This is an optimization exercise on Yosys and OpenROAD, whose aim is small area, not a production implementation.
Function was checked by simulation only, so behaviour that the tests miss may differ from the original.
No run shown here takes its clock network from TritonCTS; it comes from the design's own scripts or RTL.
The flow treats the clock pin as an ideal source. Dropping or thinning the clock tree relies on that and would not hold on a real chip.
Power figures rest on the tool's default switching activity, not on a simulated workload.

<file path="flow/design.v">
package cube_pkg;
    localparam int COLOR_W   = 8;                    
    localparam int DIM_W     = 8;                    
    localparam int PRODUCT_W = COLOR_W + DIM_W;      
    localparam int BIT_IDX_W = $clog2(COLOR_W);      
    typedef logic [COLOR_W-1:0]   color_t;           
    typedef logic [DIM_W-1:0]     dim_t;             
    typedef logic [PRODUCT_W-1:0] product_t;         
    typedef logic [BIT_IDX_W-1:0] bit_idx_t;         
    typedef enum logic [2:0] {
        ST_IDLE,                                     
        ST_LOAD,                                     
        ST_MULT,                                     
        ST_SEND,                                     
        ST_FINISHED                                  
    } seq_state_t;
endpackage
module fa_cell (
    input  logic a,
    input  logic b,
    input  logic c,
    output logic s,
    output logic co
);
    assign s  = a ^ b ^ c;
    assign co = (a & b) | (a & c) | (b & c);
endmodule
module ha_cell (
    input  logic a,
    input  logic b,
    output logic s,
    output logic co
);
    assign s  = a ^ b;
    assign co = a & b;
endmodule
module ha_n_cell (
    input  logic a,
    input  logic b,
    output logic s,
    output logic co
);
    assign s  = ~(a ^ b);
    assign co = a | b;
endmodule
`timescale 1ns/1ns
module cube_raster
#(
    parameter int NUM_LANES       = 10,
    parameter int WORDS_PER_FRAME = 3,
    parameter int BIT_PERIOD      = 20,
    parameter int ONE_HIGH        = 13,
    parameter int ZERO_HIGH       = 6
) (
    input  logic                   clk,
    input  logic                   reset,
    input  logic                   enable_i,
    input  logic                   ack_i,
    input  logic                   pix_valid_i,
    output logic                   pix_ready_o,
    input  cube_pkg::color_t [NUM_LANES-1:0] pix_color_i,    
    input  cube_pkg::dim_t pix_dim_i,
    output logic                   finished_o,
    output logic [NUM_LANES-1:0]   sout_o
);
    logic st_mult, st_send;
    logic idle, active, xfer;
    logic q_last, q_end, w_zero, word_done;
    logic [4:0] q;                                   
    logic [2:0] w;                                   
    logic [1:0] word_cnt;
    logic       last_word;
    logic [7:0] dim_q;
    logic [7:0] ring_q [NUM_LANES];                  
    logic       ring_flip;
    logic [7:0] ring_col;                            
    logic       ring_hold;                           
    logic       ready_next;
    logic [NUM_LANES-1:0] bit_q;                     
    logic [7:0]  prod_top;                          
    logic       prod_bit;
    assign idle      = ~(pix_ready_o | st_mult | st_send | finished_o);
    assign active    = st_mult | st_send;
    assign xfer      = pix_ready_o & pix_valid_i;
    assign q_last    = (q == 5'd19);
    assign q_end     = (q == 5'd2);
    assign w_zero    = (w == 3'd0);
    assign word_done = st_send & q_end & w_zero;
    assign last_word = (word_cnt == 2'(WORDS_PER_FRAME - 1));
    assign ready_next = (idle & enable_i) | (pix_ready_o & ~pix_valid_i) | (word_done & ~last_word);
    always_ff @(posedge clk) begin
        if (reset) begin
            pix_ready_o <= 1'b0;
            st_mult     <= 1'b0;
            st_send     <= 1'b0;
            finished_o  <= 1'b0;
            word_cnt    <= '0;
        end else begin
            pix_ready_o <= ready_next;
            st_mult     <= xfer | (st_mult & ~q_end);
            st_send     <= (st_mult & q_end) | (st_send & ~word_done);
            finished_o  <= (word_done & last_word) | (finished_o & ~ack_i);
            if (word_done) begin
                word_cnt <= last_word ? '0 : word_cnt + 1'b1;
            end
        end
    end
    always_ff @(posedge clk) begin
        if (reset) begin
            ring_hold <= 1'b1;
        end else begin
            ring_hold <= ~ready_next;
        end
    end
    always_ff @(posedge clk) begin
        if (!active) begin
            q <= 5'd15;
            w <= 3'd7;
        end else begin
            q <= q_last ? 5'd0 : q + 1'b1;
            if (q_last) begin
                w <= w + 1'b1;
            end
        end
    end
    always_ff @(posedge clk) begin
        if (pix_ready_o) begin
            dim_q <= pix_dim_i;
        end
    end
    assign ring_flip = pix_ready_o | (st_mult & ~q[0]);
    for (genvar p = 0; p < NUM_LANES; p++) begin : g_ring
        if (p == 0) begin : g_first
            always_ff @(posedge clk) begin
                ring_q[p] <= ~((pix_color_i[(14 - p) % 10] | {8{ring_hold}}) &
                               (ring_q[(p + 1) % NUM_LANES] | {8{pix_ready_o}})) ^ {8{ring_flip}};
            end
        end else begin : g_rest
            always_ff @(posedge clk) begin
                ring_q[p] <= ~((pix_color_i[(14 - p) % 10] | {8{ring_hold}}) &
                               (ring_q[(p + 1) % NUM_LANES] | {8{pix_ready_o}}));
            end
        end
    end
    assign ring_col = ring_q[0];
    always_ff @(posedge clk) begin
        if (q <= 5'd9) begin
            bit_q <= {bit_q[NUM_LANES-2:0], prod_bit};
        end
    end
    for (genvar i = 0; i < NUM_LANES; i++) begin : g_lane
        assign sout_o[i] = st_send & (q >= 5'd5) & ((q <= 5'd10) | ((q <= 5'd17) & bit_q[i]));
    end
    logic pp_0_0, pp_0_1, pp_0_2, pp_0_3, pp_0_4, pp_0_5, pp_0_6, pp_0_7, pp_1_0, pp_1_1, pp_1_2, pp_1_3, pp_1_4, pp_1_5, pp_1_6, pp_1_7, pp_2_0, pp_2_1, pp_2_2, pp_2_3, pp_2_4, pp_2_5, pp_2_6, pp_2_7, pp_3_0, pp_3_1, pp_3_2, pp_3_3, pp_3_4, pp_3_5, pp_3_6, pp_3_7, pp_4_0, pp_4_1, pp_4_2, pp_4_3, pp_4_4, pp_4_5, pp_4_6, pp_4_7, pp_5_0, pp_5_1, pp_5_2, pp_5_3, pp_5_4, pp_5_5, pp_5_6, pp_5_7, pp_6_0, pp_6_1, pp_6_2, pp_6_3, pp_6_4, pp_6_5, pp_6_6, pp_6_7, pp_7_0, pp_7_1, pp_7_2, pp_7_3, pp_7_4, pp_7_5, pp_7_6, pp_7_7, s1, c2, s3, c4, s5, c6, s7, c8, s9, c10, s11, c12, s13, c14, s15, c16, s17, c18, s19, c20, s21, c22, s23, c24, s25, c26, s27, c28, s29, c30, s31, c32, s33, c34, s35, c36, s37, c38, s39, c40, s41, c42, s43, c44, s45, c46, s47, c48, s49, c50, s51, c52, s53, c54, s55, c56, s57, c58, s59, c60, s61, c62, s63, c64, s65, c66, s67, c68, s69, c70, s71, c72, s73, c74, s75, c76, s77, c78, s79, c80, s81, c82, s83, c84;
    logic [15:0] row_a, row_b, prod_full;
    assign pp_0_0 = ring_col[0] & dim_q[0];
    assign pp_0_1 = ring_col[0] & dim_q[1];
    assign pp_0_2 = ring_col[0] & dim_q[2];
    assign pp_0_3 = ring_col[0] & dim_q[3];
    assign pp_0_4 = ring_col[0] & dim_q[4];
    assign pp_0_5 = ring_col[0] & dim_q[5];
    assign pp_0_6 = ring_col[0] & dim_q[6];
    assign pp_0_7 = ring_col[0] & dim_q[7];
    assign pp_1_0 = ring_col[1] & dim_q[0];
    assign pp_1_1 = ring_col[1] & dim_q[1];
    assign pp_1_2 = ring_col[1] & dim_q[2];
    assign pp_1_3 = ring_col[1] & dim_q[3];
    assign pp_1_4 = ring_col[1] & dim_q[4];
    assign pp_1_5 = ring_col[1] & dim_q[5];
    assign pp_1_6 = ring_col[1] & dim_q[6];
    assign pp_1_7 = ring_col[1] & dim_q[7];
    assign pp_2_0 = ring_col[2] & dim_q[0];
    assign pp_2_1 = ring_col[2] & dim_q[1];
    assign pp_2_2 = ring_col[2] & dim_q[2];
    assign pp_2_3 = ring_col[2] & dim_q[3];
    assign pp_2_4 = ring_col[2] & dim_q[4];
    assign pp_2_5 = ring_col[2] & dim_q[5];
    assign pp_2_6 = ring_col[2] & dim_q[6];
    assign pp_2_7 = ring_col[2] & dim_q[7];
    assign pp_3_0 = ring_col[3] & dim_q[0];
    assign pp_3_1 = ring_col[3] & dim_q[1];
    assign pp_3_2 = ring_col[3] & dim_q[2];
    assign pp_3_3 = ring_col[3] & dim_q[3];
    assign pp_3_4 = ring_col[3] & dim_q[4];
    assign pp_3_5 = ring_col[3] & dim_q[5];
    assign pp_3_6 = ring_col[3] & dim_q[6];
    assign pp_3_7 = ring_col[3] & dim_q[7];
    assign pp_4_0 = ring_col[4] & dim_q[0];
    assign pp_4_1 = ring_col[4] & dim_q[1];
    assign pp_4_2 = ring_col[4] & dim_q[2];
    assign pp_4_3 = ring_col[4] & dim_q[3];
    assign pp_4_4 = ring_col[4] & dim_q[4];
    assign pp_4_5 = ring_col[4] & dim_q[5];
    assign pp_4_6 = ring_col[4] & dim_q[6];
    assign pp_4_7 = ring_col[4] & dim_q[7];
    assign pp_5_0 = ring_col[5] & dim_q[0];
    assign pp_5_1 = ring_col[5] & dim_q[1];
    assign pp_5_2 = ring_col[5] & dim_q[2];
    assign pp_5_3 = ring_col[5] & dim_q[3];
    assign pp_5_4 = ring_col[5] & dim_q[4];
    assign pp_5_5 = ring_col[5] & dim_q[5];
    assign pp_5_6 = ring_col[5] & dim_q[6];
    assign pp_5_7 = ring_col[5] & dim_q[7];
    assign pp_6_0 = ring_col[6] & dim_q[0];
    assign pp_6_1 = ring_col[6] & dim_q[1];
    assign pp_6_2 = ring_col[6] & dim_q[2];
    assign pp_6_3 = ring_col[6] & dim_q[3];
    assign pp_6_4 = ring_col[6] & dim_q[4];
    assign pp_6_5 = ring_col[6] & dim_q[5];
    assign pp_6_6 = ring_col[6] & dim_q[6];
    assign pp_6_7 = ring_col[6] & dim_q[7];
    assign pp_7_0 = ring_col[7] & dim_q[0];
    assign pp_7_1 = ring_col[7] & dim_q[1];
    assign pp_7_2 = ring_col[7] & dim_q[2];
    assign pp_7_3 = ring_col[7] & dim_q[3];
    assign pp_7_4 = ring_col[7] & dim_q[4];
    assign pp_7_5 = ring_col[7] & dim_q[5];
    assign pp_7_6 = ring_col[7] & dim_q[6];
    assign pp_7_7 = ring_col[7] & dim_q[7];
    ha_cell u_ha2 (.a(pp_0_6), .b(pp_1_5), .s(s1), .co(c2));
    fa_cell u_fa4 (.a(pp_0_7), .b(pp_1_6), .c(pp_2_5), .s(s3), .co(c4));
    ha_cell u_ha6 (.a(pp_3_4), .b(pp_4_3), .s(s5), .co(c6));
    fa_cell u_fa8 (.a(pp_1_7), .b(pp_2_6), .c(pp_3_5), .s(s7), .co(c8));
    ha_cell u_ha10 (.a(pp_4_4), .b(pp_5_3), .s(s9), .co(c10));
    fa_cell u_fa12 (.a(pp_2_7), .b(pp_3_6), .c(pp_4_5), .s(s11), .co(c12));
    ha_cell u_ha14 (.a(pp_0_4), .b(pp_1_3), .s(s13), .co(c14));
    fa_cell u_fa16 (.a(pp_0_5), .b(pp_1_4), .c(pp_2_3), .s(s15), .co(c16));
    ha_cell u_ha18 (.a(pp_3_2), .b(pp_4_1), .s(s17), .co(c18));
    fa_cell u_fa20 (.a(pp_2_4), .b(pp_3_3), .c(pp_4_2), .s(s19), .co(c20));
    fa_cell u_fa22 (.a(pp_5_1), .b(pp_6_0), .c(s1), .s(s21), .co(c22));
    fa_cell u_fa24 (.a(pp_5_2), .b(pp_6_1), .c(pp_7_0), .s(s23), .co(c24));
    fa_cell u_fa26 (.a(c2), .b(s3), .c(s5), .s(s25), .co(c26));
    fa_cell u_fa28 (.a(pp_6_2), .b(pp_7_1), .c(c4), .s(s27), .co(c28));
    fa_cell u_fa30 (.a(c6), .b(s7), .c(s9), .s(s29), .co(c30));
    fa_cell u_fa32 (.a(pp_5_4), .b(pp_6_3), .c(pp_7_2), .s(s31), .co(c32));
    fa_cell u_fa34 (.a(c8), .b(c10), .c(s11), .s(s33), .co(c34));
    fa_cell u_fa36 (.a(pp_3_7), .b(pp_4_6), .c(pp_5_5), .s(s35), .co(c36));
    fa_cell u_fa38 (.a(pp_6_4), .b(pp_7_3), .c(c12), .s(s37), .co(c38));
    fa_cell u_fa40 (.a(pp_4_7), .b(pp_5_6), .c(pp_6_5), .s(s39), .co(c40));
    ha_cell u_ha42 (.a(pp_0_3), .b(pp_1_2), .s(s41), .co(c42));
    fa_cell u_fa44 (.a(pp_2_2), .b(pp_3_1), .c(pp_4_0), .s(s43), .co(c44));
    fa_cell u_fa46 (.a(pp_5_0), .b(c14), .c(s15), .s(s45), .co(c46));
    fa_cell u_fa48 (.a(c16), .b(c18), .c(s19), .s(s47), .co(c48));
    fa_cell u_fa50 (.a(c20), .b(c22), .c(s23), .s(s49), .co(c50));
    fa_cell u_fa52 (.a(c24), .b(c26), .c(s27), .s(s51), .co(c52));
    fa_cell u_fa54 (.a(c28), .b(c30), .c(s31), .s(s53), .co(c54));
    fa_cell u_fa56 (.a(c32), .b(c34), .c(s35), .s(s55), .co(c56));
    fa_cell u_fa58 (.a(pp_7_4), .b(c36), .c(c38), .s(s57), .co(c58));
    fa_cell u_fa60 (.a(pp_5_7), .b(pp_6_6), .c(pp_7_5), .s(s59), .co(c60));
    ha_cell u_ha62 (.a(pp_0_2), .b(pp_1_1), .s(s61), .co(c62));
    fa_cell u_fa64 (.a(pp_2_1), .b(pp_3_0), .c(s41), .s(s63), .co(c64));
    fa_cell u_fa66 (.a(s13), .b(c42), .c(s43), .s(s65), .co(c66));
    fa_cell u_fa68 (.a(s17), .b(c44), .c(s45), .s(s67), .co(c68));
    fa_cell u_fa70 (.a(s21), .b(c46), .c(s47), .s(s69), .co(c70));
    fa_cell u_fa72 (.a(s25), .b(c48), .c(s49), .s(s71), .co(c72));
    fa_cell u_fa74 (.a(s29), .b(c50), .c(s51), .s(s73), .co(c74));
    fa_cell u_fa76 (.a(s33), .b(c52), .c(s53), .s(s75), .co(c76));
    fa_cell u_fa78 (.a(s37), .b(c54), .c(s55), .s(s77), .co(c78));
    fa_cell u_fa80 (.a(s39), .b(c56), .c(s57), .s(s79), .co(c80));
    fa_cell u_fa82 (.a(c40), .b(c58), .c(s59), .s(s81), .co(c82));
    fa_cell u_fa84 (.a(pp_6_7), .b(pp_7_6), .c(c60), .s(s83), .co(c84));
    assign row_a = {1'b0, pp_7_7, c82, c80, c78, c76, c74, c72, c70, c68, c66, c64, c62, pp_2_0, pp_0_1, pp_0_0};
    assign row_b = {1'b0, c84, s83, s81, s79, s77, s75, s73, s71, s69, s67, s65, s63, s61, pp_1_0, 1'b0};
    logic [8:0] cy;
    logic [7:0] hi_sum;
    assign cy[0] = 1'b0;
    assign cy[1] = (row_a[0] & row_b[0]) | (row_a[0] & cy[0]) | (row_b[0] & cy[0]);
    assign cy[2] = (row_a[1] & row_b[1]) | (row_a[1] & cy[1]) | (row_b[1] & cy[1]);
    assign cy[3] = (row_a[2] & row_b[2]) | (row_a[2] & cy[2]) | (row_b[2] & cy[2]);
    assign cy[4] = (row_a[3] & row_b[3]) | (row_a[3] & cy[3]) | (row_b[3] & cy[3]);
    assign cy[5] = (row_a[4] & row_b[4]) | (row_a[4] & cy[4]) | (row_b[4] & cy[4]);
    assign cy[6] = (row_a[5] & row_b[5]) | (row_a[5] & cy[5]) | (row_b[5] & cy[5]);
    assign cy[7] = (row_a[6] & row_b[6]) | (row_a[6] & cy[6]) | (row_b[6] & cy[6]);
    assign cy[8] = (row_a[7] & row_b[7]) | (row_a[7] & cy[7]) | (row_b[7] & cy[7]);
    assign prod_full[7:0] = '0;
    assign hi_sum = row_a[15:8] + row_b[15:8] + {7'b0, cy[8]};
    assign prod_full[15:8] = hi_sum;
    assign prod_top = prod_full[15:8];
    assign prod_bit = prod_top[3'd7 - w];
endmodule
</file>
<file path="flow/flow/run.sh">
#!/bin/bash
# Layout flow: the standard flow (standard.sh) with two changes:
#  - port buffers are the smallest buffer, sky130_fd_sc_hd__buf_1
#  - the clock tree is built by flow/manual_cts.tcl (ORFS's PRE_CTS_TCL hook):
#    four clkbuf_16, each driving a quarter of the flip-flops, fed straight
#    from the clock port; ORFS's own clock tree synthesis is skipped
# The make output goes to standard.log here; ORFS keeps each step's log too.
set -euo pipefail
export BUFFER_PORTS_ARGS="-buffer_cell sky130_fd_sc_hd__buf_1"
export PRE_CTS_TCL="$PWD/flow/manual_cts.tcl"
export MCTS_LEAVES=4
export MCTS_ROOTS=0
export MCTS_LEAF_BUF=sky130_fd_sc_hd__clkbuf_16
bash standard.sh > standard.log 2>&1
</file>
<file path="flow/flow/manual_cts.tcl">
proc mcts_env {name default} {
  if {[info exists ::env($name)] && $::env($name) ne ""} { return $::env($name) }
  return $default
}
set nleaf [mcts_env MCTS_LEAVES 4]
set nroot [mcts_env MCTS_ROOTS 0]
set leafbuf [mcts_env MCTS_LEAF_BUF sky130_fd_sc_hd__clkbuf_16]
set rootbuf [mcts_env MCTS_ROOT_BUF sky130_fd_sc_hd__clkbuf_16]
set block [ord::get_db_block]
set db [ord::get_db]
set clknet [$block findNet clk]

# Split items {obj x y} into n groups of nearly equal size: recursively halve
# along the longer side of the group's bounding box.
proc mcts_split {items n} {
  if {$n <= 1} { return [list $items] }
  set xs {}; set ys {}
  foreach s $items { lappend xs [lindex $s 1]; lappend ys [lindex $s 2] }
  set xs [lsort -integer $xs]; set ys [lsort -integer $ys]
  set key [expr {([lindex $xs end] - [lindex $xs 0]) >= ([lindex $ys end] - [lindex $ys 0]) ? 1 : 2}]
  set s [lsort -integer -index $key $items]
  set n1 [expr {$n / 2}]
  set cut [expr {([llength $s] * $n1) / $n}]
  return [concat [mcts_split [lrange $s 0 [expr {$cut - 1}]] $n1] \
                 [mcts_split [lrange $s $cut end] [expr {$n - $n1}]]]
}

# Drive the pins of group g (items {iterm x y}) from a new buffer; returns the
# buffer's input item {iterm x y} at the group's centroid.
proc mcts_drive {block master name g} {
  set inst [odb::dbInst_create $block $master $name]
  set net [odb::dbNet_create $block "${name}_clk"]
  $net setSigType CLOCK
  set sx 0; set sy 0
  foreach s $g {
    set it [lindex $s 0]
    $it disconnect
    $it connect $net
    set sx [expr {$sx + [lindex $s 1]}]
    set sy [expr {$sy + [lindex $s 2]}]
  }
  set n [llength $g]
  set cx [expr {$sx / $n}]; set cy [expr {$sy / $n}]
  [$inst findITerm X] connect $net
  $inst setLocation $cx $cy
  $inst setPlacementStatus PLACED
  puts "manual_cts: $name ([$master getName]) drives $n pins"
  return [list [$inst findITerm A] $cx $cy]
}

set sinks {}
foreach it [$clknet getITerms] {
  set loc [[$it getInst] getLocation]
  lappend sinks [list $it [lindex $loc 0] [lindex $loc 1]]
}
puts "manual_cts: [llength $sinks] clock pins, $nleaf leaf buffers, $nroot root buffers"
set leaves {}
set k 0
foreach g [mcts_split $sinks $nleaf] {
  lappend leaves [mcts_drive $block [$db findMaster $leafbuf] "mcts_leaf_$k" $g]
  incr k
}
set top $leaves
if {$nroot > 0} {
  set top {}
  set k 0
  foreach g [mcts_split $leaves $nroot] {
    lappend top [mcts_drive $block [$db findMaster $rootbuf] "mcts_root_$k" $g]
    incr k
  }
}
if {[llength $top] > 4} { error "manual_cts: clock port would drive [llength $top] pins" }
foreach s $top { [lindex $s 0] connect $clknet }

# The tree is built: make ORFS's clock_tree_synthesis call a no-op.
rename clock_tree_synthesis mcts_orfs_clock_tree_synthesis
proc clock_tree_synthesis {args} { puts "manual_cts: clock_tree_synthesis $args skipped" }
</file>
<file path="flow/standard.sh">
#!/bin/bash
# synth_recipe.tcl (not shown) runs the flow's synth.tcl, then flattens the netlist and writes it again
# the make line also repeats each setting of config.mk as NAME=value (left out here)
make -C /OpenROAD-flow-scripts/flow DESIGN_CONFIG=/design/flow/config.mk WORK_HOME=/design/flow/orfs CLKGATE_MAP_FILE= SYNTH_SCRIPT=/design/flow/synth_recipe.tcl "${@:-finish}"
</file>
<file path="flow/config.mk">
export PLATFORM = sky130hd
export DESIGN_NAME = cube_raster
export DESIGN_NICKNAME = cube_raster
export VERILOG_FILES = /design/flow/design.v
export SDC_FILE = /design/flow/constraint.sdc
export NUM_CORES = 4
export LEC_CHECK = 0
export CAP_MARGIN = 20
export CORE_MARGIN = 2
export CORE_UTILIZATION = 40
export SLEW_MARGIN = 20
export SYNTH_HIERARCHICAL = 1
</file>
<file path="flow/constraint.sdc">
create_clock -name core_clock -period 5.0 [get_ports {clk}]
set_input_delay 1.0000 -clock core_clock [delete_from_list [all_inputs] [get_ports {clk}]]
set_output_delay 1.0000 -clock core_clock [all_outputs]
set_load 0.01 [all_outputs]
</file>
==> run_results.csv, run 1 <==
group,metric,value,unit
status,status,"no timing/DRC/antenna violations",
critical_path,critPathSlowestCell,"fa_1",
worst_hold_path,hold_path.class,"register to register",
yosys,synthDominantCellAreaShare,35.6,%
critical_path,start_kind,"register",
route,avgRoutedWirePerCell,15.4,um
floorplan,die_w,120,um
yosys,synth_cell_types,44,
yosys,seq_area_frac_synth,45.8,%
critical_path,worstPathCellList,"and2_1 -> fa_1 -> fa_1 -> fa_1 -> and2_1 -> maj3_1 -> maj3_1 -> a21o_1 -> fa_1 -> fa_2 -> a21o_1 -> a211oi_2 -> o2111ai_1 -> o21ai_0 -> a21oi_1",
route,first_iter_violations,189,
global_routing,overflow,0,
timing,worstMarginPinSlew,0.949,ns
yosys,synth-main-ff-cell,"dfxtp_1",
yosys,synth_top_area_cell,"dfxtp_1",
timing,fmax,0.208,GHz
floorplan,fp.dieH,120,um
finish,ff_latch_area,2440,sq um
critical_path,crit_type,"register to register",
critical_path,crit_top_cell,"fa_1",
timing,skew,0.0140,ns
yosys,synth-async-reset-ratio,0,%
clock_tree,clk_latency,0.17,ns
power,ir_drop,0.000304,V
timing,grt_setup_unrepaired,"no",
timing,slew_headroom,36.8,%
critical_path,slowest_delay,0.52,ns
critical_path,arrival,4.74,ns
timing,final_hold_viol_count,0,
finish,nets,744,
timing,hold_ws,0.409,ns
route,drt_wl_total,11.8,mm
placement,dpl_cell_area,5900,sq um
route,vias_per_cell,5.17,
route,dr_total_vias,3984,
finish,multi_input_comb_area,2760,sq um
critical_path,required,4.93,ns
finish,area_delta_synth_final,13.2,%
timing,fin_crit,4.81,ns
floorplan,core,13100,sq um
global_routing,track_usage,16.1,%
floorplan,die_area,14300,sq um
finish,antenna_cells,0,
finish,nFillCells,1259,
power,power.leakage,2.38,nW
floorplan,start_util,40.6,%
power,p_per_area,515,nW/um^2
timing,drv_slew,0,
finish,final_common_cell,"buf_1",
placement,io_buffers,104,
yosys,synth_edf_count,18,
placement,dp_hpwl,9.02,mm
finish,mostFrequentLayoutCells,"buf_1, dfxtp_1, o22ai_1",
route,drc,0,
yosys,avgSynthCellArea,10.6,sq um
global_routing,grt_pass1_vias,3916,
yosys,synth_cells,502,
global_routing,antenna_found_initial,0,
route,dr.pass1.iters,4,
route,antenna_left,0,
finish,drive_gt1_share,5.72,%
yosys,ys_seq_elements,113,
yosys,synth_nets,650,
timing,period_share,96.3,%
floorplan,ioPinCount,105,
yosys,ys_warn_count,8,
finish,finish.utilization,46.0,%
global_routing,grt_pass1_wl,19.1,mm
run,maxCapViolCount,0,
yosys,syn_area,5340,sq um
timing,tns,0,ns
clock_tree,path_clk_slew,0.11,ns
yosys,yosys-top-cells-area,"dfxtp_1, fa_1, edfxtp_1, o22ai_1, and2_1",
timing,setup_viol,0,
global_routing,grt_max_degree,76,
floorplan,rows,42,
critical_path,critPathMaxFanout,6,
finish,finish.instance_area,6040,sq um
critical_path,critPathCaptureType,"register",
placement,gp_congestion,0.875,
==> cell families (layout without fill, tap and decap cells) <==
logic type | after synthesis | after routing | synth area share, %
xor+xnor | 4 | 4 | 0.656
simple gates | 132 | 132 | 13.6
mux | 5 | 5 | 0.938
fa+ha+maj | 59 | 59 | 18.9
flops | 113 | 113 | 45.8
buf+inv | 37 | 129 | 2.67
compound gates | 152 | 152 | 17.5
==> stage by stage <==
| step | setup slack, ns | power [W] | std cells |
|---|---|---|---|
| detailed placement | 0.0849 | 0.00270 | 763 |
| global route | 0.0204 | 0.00340 | 770 |
| CTS | 0.0834 | 0.00300 | 767 |
| global placement | 0.158 | 0.00265 | 763 |
| finish | 0.187 | 0.00311 | 770 |
| floorplan | 0.296 | 0.00236 | 502 |
==> state kept, by name, summed over array words and instances, names as in the netlist <==
register / flops
finished_o: 1
w: 3
ring_hold: 1
ring_q: 80
bit_q: 10
st_send: 1
pix_ready_o: 1
st_mult: 1
word_cnt: 2
dim_q: 8
q: 5
==> cells in the mapped netlist, types with 2 or more instances <==
cell type / number
nand2_1: 27
and2_1: 54
and2_2: 7
fa_1: 37
mux2i_1: 5
nand2b_1: 4
a211oi_1: 4
nor2_1: 24
a21oi_1: 27
o21ai_0: 28
maj3_1: 2
o211ai_1: 3
o21bai_1: 3
inv_1: 10
maj3_2: 2
nor2b_1: 3
and3_1: 3
a21o_1: 3
nand4_1: 2
o22ai_1: 73
a22oi_1: 2
clkbuf_1: 24
xnor2_1: 4
ha_1: 18
buf_2: 3
edfxtp_1: 18
dfxtp_1: 95
==> Yosys stat by module, one instance, submodules excluded <==
module	cells inside	copies in the design	flip-flops and latches
cube_raster	460	1	113
fa_cell	1	35	0
ha_cell	1	7	0
==> worst paths after layout <==
path | start | end | slack [ns] | cells past startpoint
max | dim_q[4]$_DFFE_PP_ | bit_q[0]$_DFFE_PP_ | 0.19 | 15
min | ring_q[2][4]$_DFF_P_ | ring_q[1][4]$_DFF_P_ | 0.41 | 1
max reg2reg | dim_q[4]$_DFFE_PP_ | bit_q[0]$_DFFE_PP_ | 0.19 | 15
min reg2reg | ring_q[2][4]$_DFF_P_ | ring_q[1][4]$_DFF_P_ | 0.41 | 1
==> critical path, delay by kind of cell (launching register included) <==
family / cells / cell delay [ns]
compound gates: 6 / 0.82
flops: 1 / 0.46
simple gates: 2 / 0.37
fa+ha+maj: 7 / 2.92
==> cell type report <==
cell class              count  area share [%]
plain buffers               4            1.66
well taps                 176            3.65
inverters                  10           0.622
repair buffers            115            7.83
flip-flops and latches    113            40.5
multi-input cells         352            45.8
==> layer usage <==
layer  wire length (um)  GRT usage [%]
met2               5580           26.3
met5                  0              0
met3                635           2.52
met1               5520           23.4
met4                108           1.69
==> power breakdown <==
part | internal [W] | leakage (nW) | total, W | switching (W)
Clock | 0.000148 | 0.0493 | 0.000372 | 0.000224
Sequential | 0.00112 | 0.963 | 0.00121 | 0.0000955
Combinational | 0.000752 | 1.37 | 0.00153 | 0.000773
==> what timing repair did <==
item | 4_1_cts | 5_1_grt
gates resized for setup | 0 | 3
hold buffers | 0 | 0
setup endpoints to repair | 0 | 1
setup buffers | 0 | 3
==> inputs of run 2 (changes only) <==
--- a/flow/config.mk
+++ b/flow/config.mk
@@ -7,6 +7,6 @@
 export LEC_CHECK = 0
 export CAP_MARGIN = 20
 export CORE_MARGIN = 2
-export CORE_UTILIZATION = 40
+export CORE_UTILIZATION = 60
 export SLEW_MARGIN = 20
 export SYNTH_HIERARCHICAL = 1
==> run_results.csv, run 2 <==
group,metric,value,unit
power,p_per_area,524,nW/um^2
clock_tree,clk_latency,0.17,ns
critical_path,timing.rr.end,"bit_q[0]$_DFFE_PP_",
critical_path,critPathMaxFanout,8,
yosys,synth_nets,650,
floorplan,die_w,98.3,um
global_routing,overflow,0,
timing,worstMarginPinSlew,1.01,ns
floorplan,core,8680,sq um
critical_path,reg2reg_from,"dim_q[3]$_DFFE_PP_",
critical_path,arrival,4.74,ns
global_routing,use_met1,33.3,%
global_routing,grt_pass1_wl,19.1,mm
finish,largestRegisters,"ring_q x80, bit_q x10, dim_q x8",
finish,mostFrequentLayoutCells,"buf_1, dfxtp_1, o22ai_1",
power,swShare,35.1,%
power,power,0.00313,W
power,p_clk_share,11.9,%
critical_path,crit_top_cell,"fa_1",
timing,slew_headroom,32.6,%
yosys,synthDominantCellAreaShare,35.6,%
placement,io_buffers,104,
floorplan,die_area,9660,sq um
yosys,synth_edf_count,18,
yosys,ys_seq_elements,113,
route,drc,0,
placement,dp_slack,0.0523,ns
yosys,yosys.cell_count.top_type,"dfxtp_1",
route,vias_per_cell,5.67,
critical_path,cp.depth,15,
timing,fmax,0.208,GHz
yosys,synth-async-reset-ratio,0,%
global_routing,antenna_found_initial,0,
finish,nets,746,
route,avgRoutedWirePerCell,16.6,um
power,power_frac_comb,49.7,%
floorplan,rows,34,
finish,drive_gt1_share,6.38,%
yosys,ys_warn_count,8,
power,p_int,0.00203,W
critical_path,required,4.93,ns
power,ir_drop,0.000379,V
finish,regMostFlops,"ring_q",
yosys,synth_top_family_by_area,"adder cells",
finish,nFillCells,701,
yosys,synth-xor-area-share,0.657,%
yosys,seq_area_frac_synth,45.8,%
route,dr.pass1.iters,4,
yosys,synth_compound_area_share,17.5,%
floorplan,start_util,61.5,%
critical_path,worst-path-buf-inv,0,
placement,dp_hpwl,8.46,mm
critical_path,endpoint,"bit_q[0]$_DFFE_PP_",
power,p_sw,0.00110,W
global_routing,grt_use_met2,41.7,%
yosys,synth_cells,502,
power,power.leakage,2.39,nW
run,maxCapViolCount,0,
finish,final_cell_count_no_fill,704,
critical_path,cp_top_family,"adder cells",
timing,tns,0,ns
power,pwr-share-seq,38.4,%
global_routing,use_met3,1.43,%
timing,final_hold_viol_count,0,
timing,drv_slew,0,
yosys,synth_common_cells,"dfxtp_1, o22ai_1, and2_1, fa_1, o21ai_0",
critical_path,start_kind,"register",
floorplan,fp.dieH,98.3,um
finish,antenna_cells,0,
timing,setup_viol,0,
finish,area_delta_synth_final,12.0,%
global_routing,top_usage_layer,"met2",
timing,hold_ws,0.412,ns
floorplan,ioPinCount,105,
clock_tree,path_clk_slew,0.11,ns
critical_path,startpoint,"dim_q[3]$_DFFE_PP_",
timing,setup_ws,0.187,ns
critical_path,slowest_delay,0.51,ns
critical_path,crit_type,"register to register",
timing,skew,0.0114,ns
yosys,syn_area,5340,sq um
yosys,synthSimpleGateAreaFrac,13.6,%
yosys,synth_top_area_cell,"dfxtp_1",
global_routing,track_usage,23.9,%
yosys,synth_mux_area_share,0.938,%
critical_path,worst-r2r-cell-count,15,
timing,fin_crit,4.81,ns
placement,gp_congestion,0.830,
status,status,"no timing/DRC/antenna violations",
route,antenna_left,0,
global_routing,grt_max_degree,89,
global_routing,grt_pass1_vias,3966,
yosys,yosys-top-cells-area,"dfxtp_1, fa_1, edfxtp_1, o22ai_1, and2_1",
route,drt_wl_total,11.7,mm
worst_hold_path,hold_path.class,"register to register",
route,first_iter_violations,160,
yosys,synth_cell_types,44,
critical_path,regToRegSetupSlack,0.19,ns
route,dr_total_vias,3994,
critical_path,critPathCaptureType,"register",
finish,final_common_cell,"buf_1",
timing,period_share,96.3,%
yosys,synthAdderAreaFrac,18.9,%
placement,dp.cells,698,
yosys,synth-main-ff-cell,"dfxtp_1",
critical_path,worstPathCellList,"and2_1 -> fa_1 -> fa_1 -> fa_1 -> and2_1 -> maj3_1 -> maj3_1 -> a21o_1 -> fa_2 -> fa_2 -> a21o_1 -> a211oi_2 -> o2111ai_1 -> o21ai_0 -> a21oi_1",
finish,largest_reg_flops,80,
critical_path,critPathSlowestCell,"fa_1",
yosys,avgSynthCellArea,10.6,sq um
[run 2: changes by cell type in the layout (fill, tap and decap cells not counted)]
cell / delta
and2_1: -1
and2_4: +1
buf_4: +2
fa_1: -1
fa_2: +1
[run 2: per-layer routing]
metal	up-vias	part of all wire, %	wire [um]
met4	0	2.3	274
li1	1975	-	-
met5	-	0	0
met2	95	49	5760
met3	20	4.0	467
met1	1904	44	5160
[run 2: timing repair]
| action | in CTS | in global routing |
|---|---|---|
| hold endpoints to repair | 0 | 0 |
| gates resized for setup | 0 | 5 |
| setup endpoints to repair | 0 | 1 |
| buffers inserted | 0 | 2 |
| hold buffers | 0 | 0 |
[run 2: area by class of cell]
type                            count  area, sq um  area share, %
Buffer                              4          100           1.68
Inverter                           10         37.5          0.628
Multi-Input combinational cell    352         2770           46.3
Sequential cell                   113         2440           40.9
Tap cell                          108          135           2.26
Timing Repair Buffer              117          488           8.17
[run 2: worst min path at each step]
| stage | startpoint | end | cells after the start |
|---|---|---|---|
| 2_1_floorplan | ring_q[2][0]$_DFF_P_ | ring_q[1][0]$_DFF_P_ | 1 |
| 3_3_place_gp | ring_q[3][6]$_DFF_P_ | ring_q[2][6]$_DFF_P_ | 1 |
| 3_5_place_dp | ring_q[6][5]$_DFF_P_ | ring_q[5][5]$_DFF_P_ | 1 |
| 4_1_cts | ring_q[5][4]$_DFF_P_ | ring_q[4][4]$_DFF_P_ | 1 |
| 5_1_grt | ring_q[6][3]$_DFF_P_ | ring_q[5][3]$_DFF_P_ | 1 |
| 6_report | ring_q[4][3]$_DFF_P_ | ring_q[3][3]$_DFF_P_ | 1 |
[run 2: cells by family after synthesis]
family | after synthesis
compound gates | 152
simple gates | 132
flops | 113
fa+ha+maj | 59
buf+inv | 37
mux | 5
xor+xnor | 4
[run 2: worst reg2reg max path, stage by stage (launching register included)]
cell and delay [ns]:
edfxtp_1 0.50, and2_1 0.22, fa_1 0.45, fa_1 0.51, fa_1 0.42, and2_1 0.16
maj3_1 0.35, maj3_1 0.35, a21o_1 0.17, fa_2 0.36, fa_2 0.41, a21o_1 0.18
a211oi_2 0.21, o2111ai_1 0.12, o21ai_0 0.10, a21oi_1 0.07
[run 2: power by group through the flow]
stage | sequential [W] | combinational, W | clock (W)
floorplan | 0.00119 | 0.00117 | 0
global placement | 0.00122 | 0.00142 | 0
detailed placement | 0.00122 | 0.00149 | 0
CTS | 0.00122 | 0.00151 | 0.000281
global route | 0.00122 | 0.00179 | 0.000404
finish | 0.00120 | 0.00156 | 0.000371
[run 2: Yosys stat by module, one instance, submodules excluded]
module | cells | copies in the design | cell area [sq um] | flip-flops and latches
cube_raster | 460 | 1 | 4550 | 113
ha_cell | 1 | 7 | 12.5 | 0
fa_cell | 1 | 35 | 20.0 | 0
[run 2: per-stage QoR]
step                utilization, %  area, sq um
floorplan                        -         5340
global placement              67.3         5840
detailed placement            67.3         5840
CTS                           68.5         5940
global route                  68.8         5970
finish                        68.8         5970
==> inputs of run 3 (changes only) <==
--- a/flow/config.mk
+++ b/flow/config.mk
@@ -7,6 +7,6 @@
 export LEC_CHECK = 0
 export CAP_MARGIN = 20
 export CORE_MARGIN = 2
-export CORE_UTILIZATION = 60
+export CORE_UTILIZATION = 50
 export SLEW_MARGIN = 20
 export SYNTH_HIERARCHICAL = 1
==> run_results.csv, run 3 <==
group,metric,value,unit
status,status,"no timing/DRC/antenna violations",
finish,finish.utilization,58.2,%
power,p_clk_share,11.9,%
power,power.leakage,2.39,nW
yosys,synth_cells,502,
worst_hold_path,hold_path.class,"register to register",
finish,antenna_cells,0,
floorplan,rows,37,
yosys,synth-main-ff-cell,"dfxtp_1",
critical_path,reg2reg_from,"dim_q[3]$_DFFE_PP_",
yosys,synth_cell_types,44,
yosys,synth-async-reset-ratio,0,%
yosys,seq_area_frac_synth,45.8,%
yosys,synth_top_area_cell,"dfxtp_1",
global_routing,overflow,0,
timing,tns,0,ns
critical_path,required,4.93,ns
finish,largest_reg_flops,80,
yosys,yosys.cell_count.top_type,"dfxtp_1",
power,swShare,34.7,%
yosys,synth_edf_count,18,
placement,dp_slack,0.0502,ns
floorplan,ioPinCount,105,
yosys,ys_warn_count,8,
floorplan,start_util,51.7,%
timing,worstMarginPinSlew,0.794,ns
timing,period_share,95.7,%
timing,hold_ws,0.407,ns
yosys,yosys-top-cells-area,"dfxtp_1, fa_1, edfxtp_1, o22ai_1, and2_1",
global_routing,grt_pass1_vias,3775,
power,power,0.00308,W
critical_path,worst-r2r-cell-count,15,
finish,regMostFlops,"ring_q",
run,maxCapViolCount,0,
global_routing,antenna_found_initial,0,
yosys,syn_area,5340,sq um
critical_path,crit_type,"register to register",
yosys,synth_nets,650,
clock_tree,ctsHoldBuffers,0,
timing,grt_setup_unrepaired,"no",
worst_hold_path,holdPathStages,1,
finish,area_delta_synth_final,12.6,%
finish,drive_gt1_share,6.38,%
route,avgRoutedWirePerCell,16.1,um
power,power_frac_comb,48.9,%
critical_path,critPathCaptureType,"register",
route,dr_total_vias,3975,
worst_hold_path,hold_path_end,"ring_q[2][6]$_DFF_P_",
critical_path,start_kind,"register",
yosys,avgSynthCellArea,10.6,sq um
timing,slew_headroom,47.0,%
timing,setup_viol,0,
yosys,synthDominantCellAreaShare,35.6,%
global_routing,grt_pass1_wl,18.8,mm
placement,io_buffers,104,
timing,final_hold_viol_count,0,
global_routing,grt_max_degree,64,
critical_path,regToRegSetupSlack,0.21,ns
critical_path,timing.rr.end,"bit_q[0]$_DFFE_PP_",
yosys,ys_seq_elements,113,
worst_hold_path,hp-start,"ring_q[3][6]$_DFF_P_",
timing,setup_ws,0.214,ns
timing,fmax,0.209,GHz
route,dr.pass1.iters,4,
route,vias_per_cell,5.43,
clock_tree,path_clk_slew,0.11,ns
floorplan,die_w,107,um
route,drc,0,
finish,mostFrequentLayoutCells,"buf_1, dfxtp_1, o22ai_1",
clock_tree,clk_latency,0.17,ns
global_routing,track_usage,20.2,%
finish,final_common_cell,"buf_1",
placement,gp_congestion,0.863,
power,p_sw,0.00107,W
floorplan,fp.dieH,107,um
timing,fin_crit,4.79,ns
placement,dp_hpwl,8.93,mm
power,p_per_area,513,nW/um^2
critical_path,critPathMaxFanout,6,
route,first_iter_violations,227,
yosys,synth_common_cells,"dfxtp_1, o22ai_1, and2_1, fa_1, o21ai_0",
power,p_int,0.00201,W
route,antenna_left,0,
power,pwr-share-seq,39.2,%
finish,nets,746,
power,ir_drop,0.000398,V
timing,drv_slew,0,
timing,skew,0.0124,ns
floorplan,core,10300,sq um
route,drt_wl_total,11.8,mm
finish,largestRegisters,"ring_q x80, bit_q x10, dim_q x8",
critical_path,arrival,4.72,ns
floorplan,die_area,11500,sq um
-- run 3: worst max-delay path by stage --
stage | startpoint | to | slack (ns) | cells past startpoint
after global routing | dim_q[3]$_DFFE_PP_ | bit_q[0]$_DFFE_PP_ | 0.03 | 15
after detailed placement | dim_q[4]$_DFFE_PP_ | bit_q[0]$_DFFE_PP_ | 0.05 | 15
final | dim_q[3]$_DFFE_PP_ | bit_q[0]$_DFFE_PP_ | 0.21 | 15
after floorplan | dim_q[5]$_DFFE_PP_ | bit_q[0]$_DFFE_PP_ | 0.30 | 15
after CTS | dim_q[4]$_DFFE_PP_ | bit_q[0]$_DFFE_PP_ | 0.07 | 15
after global placement | dim_q[4]$_DFFE_PP_ | bit_q[0]$_DFFE_PP_ | 0.18 | 15
-- run 3: area by class of cell --
class / count / area, sq um
plain buffers: 4 / 100
multi-input cells: 352 / 2770
fillers: 916 / 4320
repair buffers: 117 / 488
flip-flops and latches: 113 / 2440
inverters: 10 / 37.5
well taps: 136 / 170
-- run 3: cells by family (layout without fill, tap and decap cells) --
| family | Yosys count | in the layout | share of synthesized area, % |
|---|---|---|---|
| compound gates | 152 | 152 | 17.5 |
| fa+ha+maj | 59 | 59 | 18.9 |
| flops | 113 | 113 | 45.8 |
| xor+xnor | 4 | 4 | 0.656 |
| mux | 5 | 5 | 0.938 |
| buf+inv | 37 | 131 | 2.67 |
| simple gates | 132 | 132 | 13.6 |
-- run 3: power by group through the flow --
stage          Sequential [W]  Clock, W  Combinational [W]
2_1_floorplan         0.00119         0            0.00117
3_3_place_gp          0.00123         0            0.00143
3_5_place_dp          0.00123         0            0.00148
4_1_cts               0.00123  0.000281            0.00148
5_1_grt               0.00123  0.000407            0.00172
6_report              0.00121  0.000368            0.00151
-- run 3: what timing repair did --
| item | in CTS | in global routing |
|---|---|---|
| resized for setup | 0 | 5 |
| setup endpoints to repair | 0 | 1 |
| buffers inserted | 0 | 3 |
| endpoints found under the hold margin | 0 | 0 |
-- run 3: per-layer routing --
layer / up-vias / wire [um] / GRT usage, %
met5: - / 0 / 0
met4: 0 / 80 / 1.30
met3: 7 / 552 / 2.00
met2: 75 / 5660 / 33.3
met1: 1923 / 5510 / 30.3
li1: 1970 / - / -
-- run 3: Yosys stat by module, one instance, submodules excluded --
| module | flip-flops and latches | cells | area, sq um |
|---|---|---|---|
| fa_cell | 0 | 1 | 20.0 |
| cube_raster | 113 | 460 | 4550 |
| ha_cell | 0 | 1 | 12.5 |
-- run 3: critical path, cell delays in order (launching register included) --
cell	delay, ns
edfxtp_1	0.45
buf_4	0.17
and2_1	0.16
fa_1	0.52
fa_1	0.43
fa_1	0.47
maj3_1	0.38
maj3_1	0.37
a21o_1	0.18
fa_2	0.36
fa_2	0.40
a21o_1	0.18
a211oi_2	0.20
o2111ai_1	0.13
o21ai_1	0.10
a21oi_1	0.05
-- run 3: stage by stage --
step	instances	cell area [sq um]
2_1_floorplan	502	5340
3_3_place_gp	725	5870
3_5_place_dp	725	5870
4_1_cts	729	5970
5_1_grt	732	6010
6_report	732	6010
==> inputs of run 4 (changes only) <==
--- a/flow/design.v
+++ b/flow/design.v
@@ -79,6 +79,7 @@
     logic [NUM_LANES-1:0] bit_q;                     
     logic [7:0]  prod_top;                          
     logic       prod_bit;
+    logic       prod_bit_q;                          
     assign idle      = ~(pix_ready_o | st_mult | st_send | finished_o);
     assign active    = st_mult | st_send;
     assign xfer      = pix_ready_o & pix_valid_i;
@@ -144,8 +145,9 @@
     end
     assign ring_col = ring_q[0];
     always_ff @(posedge clk) begin
-        if (q <= 5'd9) begin
-            bit_q <= {bit_q[NUM_LANES-2:0], prod_bit};
+        prod_bit_q <= prod_bit;
+        if (q >= 5'd1 && q <= 5'd10) begin
+            bit_q <= {bit_q[NUM_LANES-2:0], prod_bit_q};
         end
     end
     for (genvar i = 0; i < NUM_LANES; i++) begin : g_lane
--- a/flow/config.mk
+++ b/flow/config.mk
@@ -7,6 +7,6 @@
 export LEC_CHECK = 0
 export CAP_MARGIN = 20
 export CORE_MARGIN = 2
-export CORE_UTILIZATION = 50
+export CORE_UTILIZATION = 40
 export SLEW_MARGIN = 20
 export SYNTH_HIERARCHICAL = 1
==> run_results.csv, run 4 <==
group,metric,value,unit
clock_tree,path_clk_slew,0.11,ns
route,drt_wl_total,11.7,mm
route,first_iter_violations,242,
yosys,synth-async-reset-ratio,0,%
yosys,synthAdderAreaFrac,18.9,%
route,dr_total_vias,3924,
yosys,synth_nets,652,
timing,drv_slew,0,
critical_path,critPathCaptureType,"register",
route,avgRoutedWirePerCell,15.3,um
timing,slew_headroom,37.7,%
yosys,synth_cells,504,
placement,dpl_cell_area,5880,sq um
route,dr.max_layer_used,"met4",
critical_path,critPathSlowestCell,"fa_1",
global_routing,overflow,0,
power,power.leakage,2.35,nW
route,wl_met1,5.42,mm
yosys,synth-xor-area-share,0.656,%
yosys,synth_mux_area_share,0.937,%
finish,regMostFlops,"ring_q",
worst_hold_path,holdPathStages,1,
critical_path,reg2reg_from,"dim_q[5]$_DFFE_PP_",
critical_path,critPathMaxFanout,8,
finish,finish.utilization,45.6,%
yosys,synthDominantCellAreaShare,36.0,%
global_routing,grt_max_degree,50,
route,dr.pass1.iters,4,
yosys,seq_area_frac_synth,46.1,%
yosys,yosys-top-cells-area,"dfxtp_1, fa_1, edfxtp_1, o22ai_1, and2_1",
power,ir_drop,0.000258,V
timing,fin_crit,4.74,ns
global_routing,antenna_found_initial,0,
timing,setup_viol,0,
clock_tree,ctsHoldBuffers,0,
yosys,syn_area,5340,sq um
power,p_per_area,511,nW/um^2
finish,nets,739,
critical_path,worstPathCellList,"and2_4 -> fa_1 -> fa_1 -> fa_1 -> and2_1 -> maj3_1 -> maj3_1 -> a21o_1 -> fa_2 -> fa_2 -> a211oi_2 -> nor2_1 -> mux2i_1 -> o211ai_1 -> a21oi_1",
route,met3_wirelength,623,um
floorplan,core,13100,sq um
global_routing,track_usage,15.9,%
placement,dp_hpwl,8.99,mm
run,maxCapViolCount,0,
timing,worstMarginPinSlew,0.934,ns
timing,period_share,94.7,%
critical_path,start_kind,"register",
critical_path,required,5.11,ns
timing,skew,0.0137,ns
yosys,ys_warn_count,8,
yosys,synth_top_family_by_area,"adder cells",
yosys,synth_compound_area_share,17.2,%
finish,mostFrequentLayoutCells,"buf_1, dfxtp_1, o22ai_1",
floorplan,die_w,120,um
global_routing,grt_pass1_wl,19.0,mm
worst_hold_path,hold_path_end,"ring_q[1][6]$_DFF_P_",
critical_path,arrival,4.84,ns
route,wl_met2,5.54,mm
critical_path,cp_top_family,"adder cells",
worst_hold_path,hold_path.class,"register to register",
yosys,synth-main-ff-cell,"dfxtp_1",
yosys,synth_edf_count,18,
finish,largestRegisters,"ring_q x80, bit_q x10, dim_q x8",
critical_path,regToRegSetupSlack,0.26,ns
critical_path,worst-r2r-cell-count,15,
global_routing,grt_pass1_vias,3915,
critical_path,timing.rr.end,"prod_bit_q$_DFF_P_",
clock_tree,clk_latency,0.17,ns
yosys,avgSynthCellArea,10.6,sq um
finish,finish.instance_area,6000,sq um
yosys,synth_top_area_cell,"dfxtp_1",
timing,fmax,0.211,GHz
critical_path,crit_top_cell,"fa_1",
worst_hold_path,hp-start,"ring_q[2][6]$_DFF_P_",
placement,gp_congestion,0.831,
placement,io_buffers,104,
finish,drive_gt1_share,4.75,%
floorplan,ioPinCount,105,
floorplan,die_area,14300,sq um
status,status,"no timing/DRC/antenna violations",
timing,tns,0,ns
critical_path,slowest_delay,0.55,ns
timing,grt_setup_unrepaired,"no",
floorplan,fp.dieH,120,um
finish,largest_reg_flops,80,
finish,antenna_cells,0,
finish,final_common_cell,"buf_1",
route,vias_per_cell,5.13,
finish,area_delta_synth_final,12.3,%
timing,final_hold_viol_count,0,
route,drc,0,
critical_path,worst-path-buf-inv,0,
yosys,synth_cell_types,42,
critical_path,crit_type,"register to register",
yosys,ys_seq_elements,114,
floorplan,start_util,40.7,%
floorplan,rows,42,
yosys,synthSimpleGateAreaFrac,13.6,%
yosys,yosys.cell_count.top_type,"dfxtp_1",
yosys,synth_common_cells,"dfxtp_1, o22ai_1, and2_1, fa_1, o21ai_0",
route,antenna_left,0,
-- run 4: worst reg2reg max path: cells and delay by family, from the launching register on --
kind,cells,cell delay [ns]
DFF,1,0.49
muxes,1,0.17
adders and majority gates,7,2.91
and+or+nand+nor,3,0.47
AOI/OAI and AO/OA,4,0.66
-- run 4: Yosys stat by module, one instance, submodules excluded --
module | cell area (sq um) | flops+latches | times used
cube_raster | 4550 | 114 | 1
fa_cell | 20.0 | 0 | 35
ha_cell | 12.5 | 0 | 7
-- run 4: area by class of cell --
type | instances | area (sq um)
sequential | 114 | 2460
fill | 1294 | 7140
buffer | 4 | 100
tap | 176 | 220
multi-input combinational | 353 | 2750
inverter | 10 | 37.5
timing repair buffer | 108 | 420
-- run 4: logic make-up after synthesis --
logic type | after synthesis
muxes | 5
DFF | 114
AOI/OAI and AO/OA | 150
buffers and inverters | 37
and+or+nand+nor | 135
xor gates and xnor gates | 4
adders and majority gates | 59
-- run 4: worst max path at each step --
| stage | start | slack [ns] | depth (start not counted) | to |
|---|---|---|---|---|
| final | dim_q[5]$_DFFE_PP_ | 0.26 | 15 | prod_bit_q$_DFF_P_ |
| after global routing | dim_q[5]$_DFFE_PP_ | 0.02 | 15 | prod_bit_q$_DFF_P_ |
| after CTS | dim_q[5]$_DFFE_PP_ | 0.19 | 15 | prod_bit_q$_DFF_P_ |
| after detailed placement | dim_q[5]$_DFFE_PP_ | 0.20 | 15 | prod_bit_q$_DFF_P_ |
| after global placement | dim_q[5]$_DFFE_PP_ | 0.27 | 15 | prod_bit_q$_DFF_P_ |
| after floorplan | dim_q[5]$_DFFE_PP_ | 0.44 | 15 | prod_bit_q$_DFF_P_ |
-- run 4: layer usage --
layer,vias up,track usage (%)
met1,1874,21.5
met5,-,0
met3,10,2.90
li1,1967,-
met4,0,1.54
met2,73,27.6
-- run 4: report_power, final --
part | switching (W) | internal [W] | leakage [nW]
logic | 0.000735 | 0.000728 | 1.33
registers | 0.000115 | 0.00111 | 0.971
clock network | 0.000225 | 0.000148 | 0.0493
total | 0.00107 | 0.00199 | 2.35
-- run 4: per-stage QoR --
stage / std cells / power (W) / hold slack, ns / setup slack [ns]
floorplan: 504 / 0.00234 / 0.386 / 0.435
global placement: 761 / 0.00260 / 0.401 / 0.269
detailed placement: 761 / 0.00266 / 0.404 / 0.200
CTS: 765 / 0.00296 / 0.405 / 0.189
global route: 765 / 0.00333 / 0.417 / 0.0230
finish: 765 / 0.00306 / 0.405 / 0.264
-- run 4: what timing repair did --
item	CTS	global route
setup buffers	0	0
gates resized for setup	0	4
endpoints found under the setup margin	0	1
==> inputs of run 5 (changes only) <==
--- a/flow/config.mk
+++ b/flow/config.mk
@@ -8,5 +8,6 @@
 export CAP_MARGIN = 20
 export CORE_MARGIN = 2
 export CORE_UTILIZATION = 40
+export GPL_TIMING_DRIVEN = 0
 export SLEW_MARGIN = 20
 export SYNTH_HIERARCHICAL = 1
==> run_results.csv, run 5 <==
group,metric,value,unit
timing,fmax,0.211,GHz
floorplan,die_w,120,um
critical_path,start_kind,"register",
yosys,ys_seq_elements,114,
finish,mostFrequentLayoutCells,"buf_1, dfxtp_1, o22ai_1",
timing,setup_ws,0.263,ns
critical_path,startpoint,"dim_q[4]$_DFFE_PP_",
clock_tree,clk_latency,0.17,ns
critical_path,reg2reg_from,"dim_q[4]$_DFFE_PP_",
yosys,synth-main-ff-cell,"dfxtp_1",
yosys,synthDominantCellAreaShare,36.0,%
critical_path,required,5.10,ns
placement,dp.cells,784,
finish,nets,768,
route,drc,0,
worst_hold_path,hold_path.class,"register to register",
placement,dp_hpwl,9.49,mm
power,p_per_area,502,nW/um^2
yosys,ys_warn_count,8,
yosys,yosys.cell_count.top_type,"dfxtp_1",
critical_path,arrival,4.84,ns
power,p_int,0.00199,W
critical_path,worst-r2r-cell-count,15,
power,p_sw,0.00108,W
floorplan,die_area,14300,sq um
floorplan,rows,42,
timing,final_hold_viol_count,0,
yosys,synth_nets,652,
critical_path,critPathMaxFanout,6,
timing,grt_setup_unrepaired,"no",
power,pwr-share-seq,40.1,%
timing,setup_viol,0,
finish,final_common_cell,"buf_1",
critical_path,worstPathCellList,"and2_1 -> fa_1 -> fa_1 -> fa_1 -> and2_1 -> maj3_1 -> maj3_1 -> a21o_1 -> fa_1 -> fa_2 -> a211oi_2 -> nor2_1 -> o2111ai_1 -> o21ai_0 -> a21oi_1",
power,ir_drop,0.000324,V
finish,regMostFlops,"ring_q",
power,power_frac_comb,48.0,%
clock_tree,ctsHoldBuffers,0,
finish,nFillCells,1316,
timing,period_share,94.7,%
finish,antenna_cells,0,
timing,worstMarginPinSlew,0.913,ns
finish,largestRegisters,"ring_q x80, bit_q x10, dim_q x8",
yosys,synth_cells,504,
timing,skew,0.0106,ns
critical_path,critPathSlowestCell,"fa_1",
critical_path,crit_top_cell,"fa_1",
clock_tree,path_clk_slew,0.11,ns
floorplan,fp.dieH,120,um
route,drt_wl_total,12.2,mm
route,avgRoutedWirePerCell,15.3,um
yosys,synth_cell_types,42,
global_routing,antenna_found_initial,0,
yosys,seq_area_frac_synth,46.1,%
floorplan,start_util,40.7,%
global_routing,grt_max_degree,30,
yosys,syn_area,5340,sq um
timing,fin_crit,4.74,ns
global_routing,overflow,0,
finish,final_cell_count_no_fill,794,
route,dr_total_vias,4127,
placement,io_buffers,104,
global_routing,grt_pass1_wl,20.1,mm
critical_path,critPathCaptureType,"register",
power,swShare,35.1,%
critical_path,timing.rr.end,"prod_bit_q$_DFF_P_",
placement,gp_congestion,0.810,
power,p_clk_share,12.0,%
run,maxCapViolCount,0,
global_routing,track_usage,16.9,%
route,antenna_left,0,
global_routing,grt_pass1_vias,4228,
finish,area_delta_synth_final,14.5,%
finish,drive_gt1_share,4.85,%
timing,drv_slew,0,
yosys,yosys-top-cells-area,"dfxtp_1, fa_1, edfxtp_1, o22ai_1, and2_1",
critical_path,endpoint,"prod_bit_q$_DFF_P_",
placement,dp_slack,0.0818,ns
critical_path,slowest_delay,0.52,ns
yosys,synth_top_area_cell,"dfxtp_1",
power,power.leakage,2.39,nW
yosys,synth_common_cells,"dfxtp_1, o22ai_1, and2_1, fa_1, o21ai_0",
timing,tns,0,ns
floorplan,ioPinCount,105,
critical_path,regToRegSetupSlack,0.26,ns
finish,largest_reg_flops,80,
route,first_iter_violations,245,
timing,slew_headroom,39.1,%
route,vias_per_cell,5.20,
floorplan,core,13100,sq um
status,status,"no timing/DRC/antenna violations",
yosys,avgSynthCellArea,10.6,sq um
route,dr.pass1.iters,4,
yosys,synth_edf_count,18,
yosys,synth-async-reset-ratio,0,%
critical_path,crit_type,"register to register",
## run 5: cell count changes in the layout (fill, tap and decap cells not counted)
| cell | delta |
|---|---|
| fa_1 | +1 |
| fa_2 | -1 |
| dfxtp_1 | -1 |
| a211oi_2 | +1 |
| and2_1 | +1 |
| and2_4 | -1 |
| a211oi_1 | -1 |
| clkbuf_1 | +27 |
| dfxtp_2 | +1 |
| buf_4 | +2 |
## run 5: worst max-delay path: cells and delay by family, from the launching register on
| family | cells | cell delay [ns] |
|---|---|---|
| adders and majority gates | 7 | 2.93 |
| DFF | 1 | 0.47 |
| AOI/OAI and AO/OA | 5 | 0.80 |
| and+or+nand+nor | 3 | 0.47 |
## run 5: power by group through the flow
| stage | clock, W | sequential, W | combinational (W) |
|---|---|---|---|
| global placement | 0 | 0.00125 | 0.00137 |
| global route | 0.000411 | 0.00125 | 0.00169 |
| CTS | 0.000283 | 0.00125 | 0.00143 |
| detailed placement | 0 | 0.00124 | 0.00142 |
| floorplan | 0 | 0.00119 | 0.00115 |
| finish | 0.000367 | 0.00123 | 0.00147 |
## run 5: what timing repair did
action,in CTS,in global routing
endpoints found under the setup margin,0,1
resized for setup,0,6
setup buffers,0,6
## run 5: per-layer routing
layer	global-route usage (%)	part of all wire, %	up-vias
met5	0	0	-
met4	2.72	1.7	0
met3	2.38	5.4	15
met2	29.9	49	97
met1	22.4	44	1992
li1	-	-	2023
## run 5: worst min path at each step
| stage | from | endpoint | cells after the start |
|---|---|---|---|
| finish | ring_q[2][2]$_DFF_P_ | ring_q[1][2]$_DFF_P_ | 1 |
| global route | ring_q[3][0]$_DFF_P_ | ring_q[2][0]$_DFF_P_ | 1 |
| CTS | ring_q[3][0]$_DFF_P_ | ring_q[2][0]$_DFF_P_ | 1 |
| detailed placement | ring_q[8][2]$_DFF_P_ | ring_q[7][2]$_DFF_P_ | 1 |
| global placement | ring_q[5][7]$_DFF_P_ | ring_q[4][7]$_DFF_P_ | 1 |
| floorplan | prod_bit_q$_DFF_P_ | bit_q[0]$_DFFE_PP_ | 0 |
## run 5: area by class of cell
type	instances	area [sq um]	share of cell area [%]
Tap cell	176	220	3.60
Buffer	31	201	3.30
Inverter	10	37.5	0.614
Timing Repair Buffer	110	435	7.12
Sequential cell	114	2470	40.3
Multi-Input combinational cell	353	2750	45.0
## run 5: cells by family (layout without fill, tap and decap cells)
family                     Yosys count  in the layout  synth area share (%)
buffers and inverters               37            151                  2.60
adders and majority gates           59             59                  18.9
DFF                                114            114                  46.1
and+or+nand+nor                    135            135                  13.6
xor gates and xnor gates             4              4                 0.656
muxes                                5              5                 0.937
AOI/OAI and AO/OA                  150            150                  17.2
## run 5: through the flow
step           util (%)  hold slack, ns  total power [W]  cell area (sq um)
2_1_floorplan         -           0.386          0.00234               5340
3_3_place_gp       45.3           0.401          0.00262               5950
3_5_place_dp       45.3           0.406          0.00267               5950
4_1_cts            46.1           0.406          0.00296               6050
5_1_grt            46.5           0.426          0.00335               6110
6_report           46.5           0.416          0.00307               6110
## run 5: per-module statistics from Yosys (local to each module, per instance)
| module | times used | flops+latches |
|---|---|---|
| fa_cell | 35 | 0 |
| ha_cell | 7 | 0 |
| cube_raster | 1 | 114 |
==> inputs of run 6 (changes only) <==
--- a/flow/design.v
+++ b/flow/design.v
@@ -129,12 +129,12 @@
             dim_q <= pix_dim_i;
         end
     end
-    assign ring_flip = pix_ready_o | (st_mult & ~q[0]);
+    assign ring_flip = (st_mult & ~q[0]) | (st_send & w_zero & (q == 5'd4));
     for (genvar p = 0; p < NUM_LANES; p++) begin : g_ring
         if (p == 0) begin : g_first
             always_ff @(posedge clk) begin
                 ring_q[p] <= ~((pix_color_i[(14 - p) % 10] | {8{ring_hold}}) &
-                               (ring_q[(p + 1) % NUM_LANES] | {8{pix_ready_o}})) ^ {8{ring_flip}};
+                               ((ring_q[(p + 1) % NUM_LANES] ^ {8{ring_flip}}) | {8{pix_ready_o}}));
             end
         end else begin : g_rest
             always_ff @(posedge clk) begin
--- a/flow/config.mk
+++ b/flow/config.mk
@@ -8,6 +8,5 @@
 export CAP_MARGIN = 20
 export CORE_MARGIN = 2
 export CORE_UTILIZATION = 40
-export GPL_TIMING_DRIVEN = 0
 export SLEW_MARGIN = 20
 export SYNTH_HIERARCHICAL = 1
==> run_results.csv, run 6 <==
group,metric,value,unit
worst_hold_path,hp-start,"ring_q[5][7]$_DFF_P_",
timing,drv_slew,0,
floorplan,rows,41,
critical_path,regToRegSetupSlack,0.39,ns
placement,gp_congestion,0.821,
timing,tns,0,ns
finish,nets,713,
placement,io_buffers,104,
critical_path,worst-path-buf-inv,0,
yosys,synth-main-ff-cell,"dfxtp_1",
timing,slew_headroom,37.7,%
critical_path,critPathCaptureType,"register",
yosys,synth-async-reset-ratio,0,%
route,dr_total_vias,3683,
finish,regMostFlops,"ring_q",
route,drt_wl_total,11.1,mm
power,p_sw,0.000925,W
route,first_iter_violations,194,
timing,fmax,0.217,GHz
finish,largestRegisters,"ring_q x80, bit_q x10, dim_q x8",
worst_hold_path,holdPathStages,1,
yosys,synthAdderAreaFrac,19.2,%
floorplan,die_w,118,um
yosys,seq_area_frac_synth,47.2,%
critical_path,required,5.11,ns
timing,skew,0.0124,ns
yosys,ys_warn_count,8,
yosys,yosys.cell_count.top_type,"dfxtp_1",
finish,largest_reg_flops,80,
finish,nFillCells,1198,
critical_path,arrival,4.72,ns
power,swShare,33.2,%
global_routing,grt_max_degree,81,
power,power.leakage,2.30,nW
finish,drive_gt1_share,3.91,%
yosys,yosys-top-cells-area,"dfxtp_1, fa_1, edfxtp_1, o22ai_1, and2_1",
finish,area_delta_synth_final,12.3,%
yosys,synth_compound_area_share,15.6,%
global_routing,antenna_found_initial,0,
yosys,synth_top_area_cell,"dfxtp_1",
power,p_int,0.00186,W
yosys,synthDominantCellAreaShare,36.9,%
placement,dp_hpwl,8.41,mm
floorplan,core,12700,sq um
critical_path,cp_top_family,"adder cells",
route,antenna_left,0,
yosys,synth_cell_types,41,
power,p_per_area,475,nW/um^2
floorplan,die_area,14000,sq um
floorplan,fp.dieH,118,um
yosys,synth_top_family_by_area,"adder cells",
worst_hold_path,hold_path.class,"register to register",
finish,final_common_cell,"buf_1",
power,power_frac_comb,43.5,%
yosys,synth_nets,624,
clock_tree,path_clk_slew,0.11,ns
critical_path,crit_top_cell,"fa_1",
clock_tree,ctsHoldBuffers,0,
global_routing,grt_pass1_vias,3733,
floorplan,start_util,41.2,%
timing,grt_setup_unrepaired,"no",
route,drc,0,
run,maxCapViolCount,0,
global_routing,grt_pass1_wl,18.4,mm
power,pwr-share-seq,43.4,%
yosys,synth_mux_area_share,0.192,%
critical_path,critPathMaxFanout,8,
global_routing,track_usage,15.6,%
yosys,synth-xor-area-share,2.69,%
power,p_clk_share,13.2,%
yosys,synthSimpleGateAreaFrac,12.5,%
timing,setup_viol,0,
critical_path,crit_type,"register to register",
clock_tree,post_cts_buffers,0,
yosys,synth_common_cells,"dfxtp_1, o22ai_1, and2_1, fa_1",
route,vias_per_cell,5.02,
yosys,synth_cells,475,
critical_path,slowest_delay,0.53,ns
yosys,avgSynthCellArea,11.0,sq um
route,avgRoutedWirePerCell,15.1,um
floorplan,ioPinCount,105,
clock_tree,clk_latency,0.17,ns
critical_path,reg2reg_from,"dim_q[6]$_DFFE_PP_",
timing,worstMarginPinSlew,0.935,ns
worst_hold_path,hold_path_end,"ring_q[4][7]$_DFF_P_",
critical_path,start_kind,"register",
yosys,synth_edf_count,18,
yosys,syn_area,5220,sq um
critical_path,timing.rr.end,"prod_bit_q$_DFF_P_",
critical_path,critPathSlowestCell,"fa_1",
timing,final_hold_viol_count,0,
finish,finish.utilization,46.2,%
power,ir_drop,0.000386,V
yosys,ys_seq_elements,114,
critical_path,worstPathCellList,"and2_1 -> ha_1 -> fa_1 -> fa_1 -> fa_1 -> nand2_1 -> o21ai_0 -> o221a_1 -> fa_1 -> fa_1 -> a211oi_1 -> nor2_1 -> xnor2_1 -> a31oi_1 -> o311ai_0 -> nand3_1",
timing,fin_crit,4.61,ns
timing,period_share,92.1,%
status,status,"no timing/DRC/antenna violations",
critical_path,worst-r2r-cell-count,16,
global_routing,overflow,0,
route,dr.pass1.iters,4,
finish,mostFrequentLayoutCells,"buf_1, dfxtp_1, o22ai_1",
timing,hold_ws,0.418,ns
clock_tree,ctsResizeCount,0,
finish,antenna_cells,0,
-- run 6: layer usage --
layer	global-route usage, %	vias to the layer above	wire length, um
met3	2.51	16	539
li1	-	1864	-
met1	21.5	1727	5230
met2	25.8	76	5050
met5	0	-	0
met4	3.39	0	299
-- run 6: cell type report --
type,count,area (sq um),share of cell area (%)
inverter,10,37.5,0.641
sequential,114,2460,42.1
timing repair buffer,108,420,7.18
multi-input combinational,326,2620,44.7
tap,172,215,3.67
buffer,4,100,1.71
-- run 6: modules after synthesis (local to each module, per instance) --
module       area [sq um]  flops+latches  cells inside
fa_cell              20.0              0             1
cube_raster          4430            114           433
ha_cell              12.5              0             1
-- run 6: kinds of logic after synthesis --
family	count (synthesis)
mux	1
flops	114
xor+xnor	16
simple gates	118
fa+ha+maj	58
buf+inv	35
compound gates	133
-- run 6: how the worst max path moves through the flow --
stage / startpoint / end / slack (ns) / cells past startpoint
after floorplan: dim_q[6]$_DFFE_PP_ / prod_bit_q$_DFF_P_ / 0.71 / 16
after global placement: dim_q[6]$_DFFE_PP_ / prod_bit_q$_DFF_P_ / 0.49 / 16
after detailed placement: dim_q[6]$_DFFE_PP_ / prod_bit_q$_DFF_P_ / 0.42 / 16
after CTS: dim_q[6]$_DFFE_PP_ / prod_bit_q$_DFF_P_ / 0.41 / 16
after global routing: dim_q[6]$_DFFE_PP_ / prod_bit_q$_DFF_P_ / 0.11 / 16
final: dim_q[6]$_DFFE_PP_ / prod_bit_q$_DFF_P_ / 0.39 / 16
-- run 6: per-stage QoR --
| stage | total power [W] | instance area, sq um | cells | worst slack, ns |
|---|---|---|---|---|
| after global routing | 0.00304 | 5860 | 734 | 0.109 |
| after global placement | 0.00241 | 5760 | 730 | 0.494 |
| after detailed placement | 0.00245 | 5760 | 730 | 0.423 |
| after CTS | 0.00274 | 5860 | 734 | 0.407 |
| final | 0.00278 | 5860 | 734 | 0.394 |
| after floorplan | 0.00217 | 5220 | 475 | 0.713 |
-- run 6: power groups by stage --
stage | logic, W | registers, W | clock network [W]
4_1_cts | 0.00123 | 0.00123 | 0.000283
2_1_floorplan | 0.000979 | 0.00119 | 0
6_report | 0.00121 | 0.00121 | 0.000366
3_3_place_gp | 0.00118 | 0.00123 | 0
5_1_grt | 0.00140 | 0.00123 | 0.000413
3_5_place_dp | 0.00122 | 0.00122 | 0

-- what the ideal ports hide --
No port has a modelled driver above. Below, the same layouts with a new extraction and two added sets of constraints.
Step 1: set_driving_cell puts a clkbuf_16 on clk and a buf_2 on each other input, an assumption about the parent block.
Step 2 also shifts input and output timing later by t, the mid clock arrival at the registers, as if the neighbouring blocks saw the same clock.
a / b / c = no drivers / after step 1 / after step 2; a / b = the first two.
run | shift t [ns] | setup slack, ns
run 1 | 0.242 | 0.187 / 0.187 / 0.187
run 2 | 0.237 | 0.187 / 0.187 / 0.187
run 3 | 0.241 | 0.214 / 0.214 / 0.214
run 4 | 0.243 | 0.264 / 0.264 / 0.264
run 5 | 0.241 | 0.263 / 0.263 / 0.263
run 6 | 0.241 | 0.394 / 0.394 / 0.394
After both steps setup and hold are still met in every run listed.
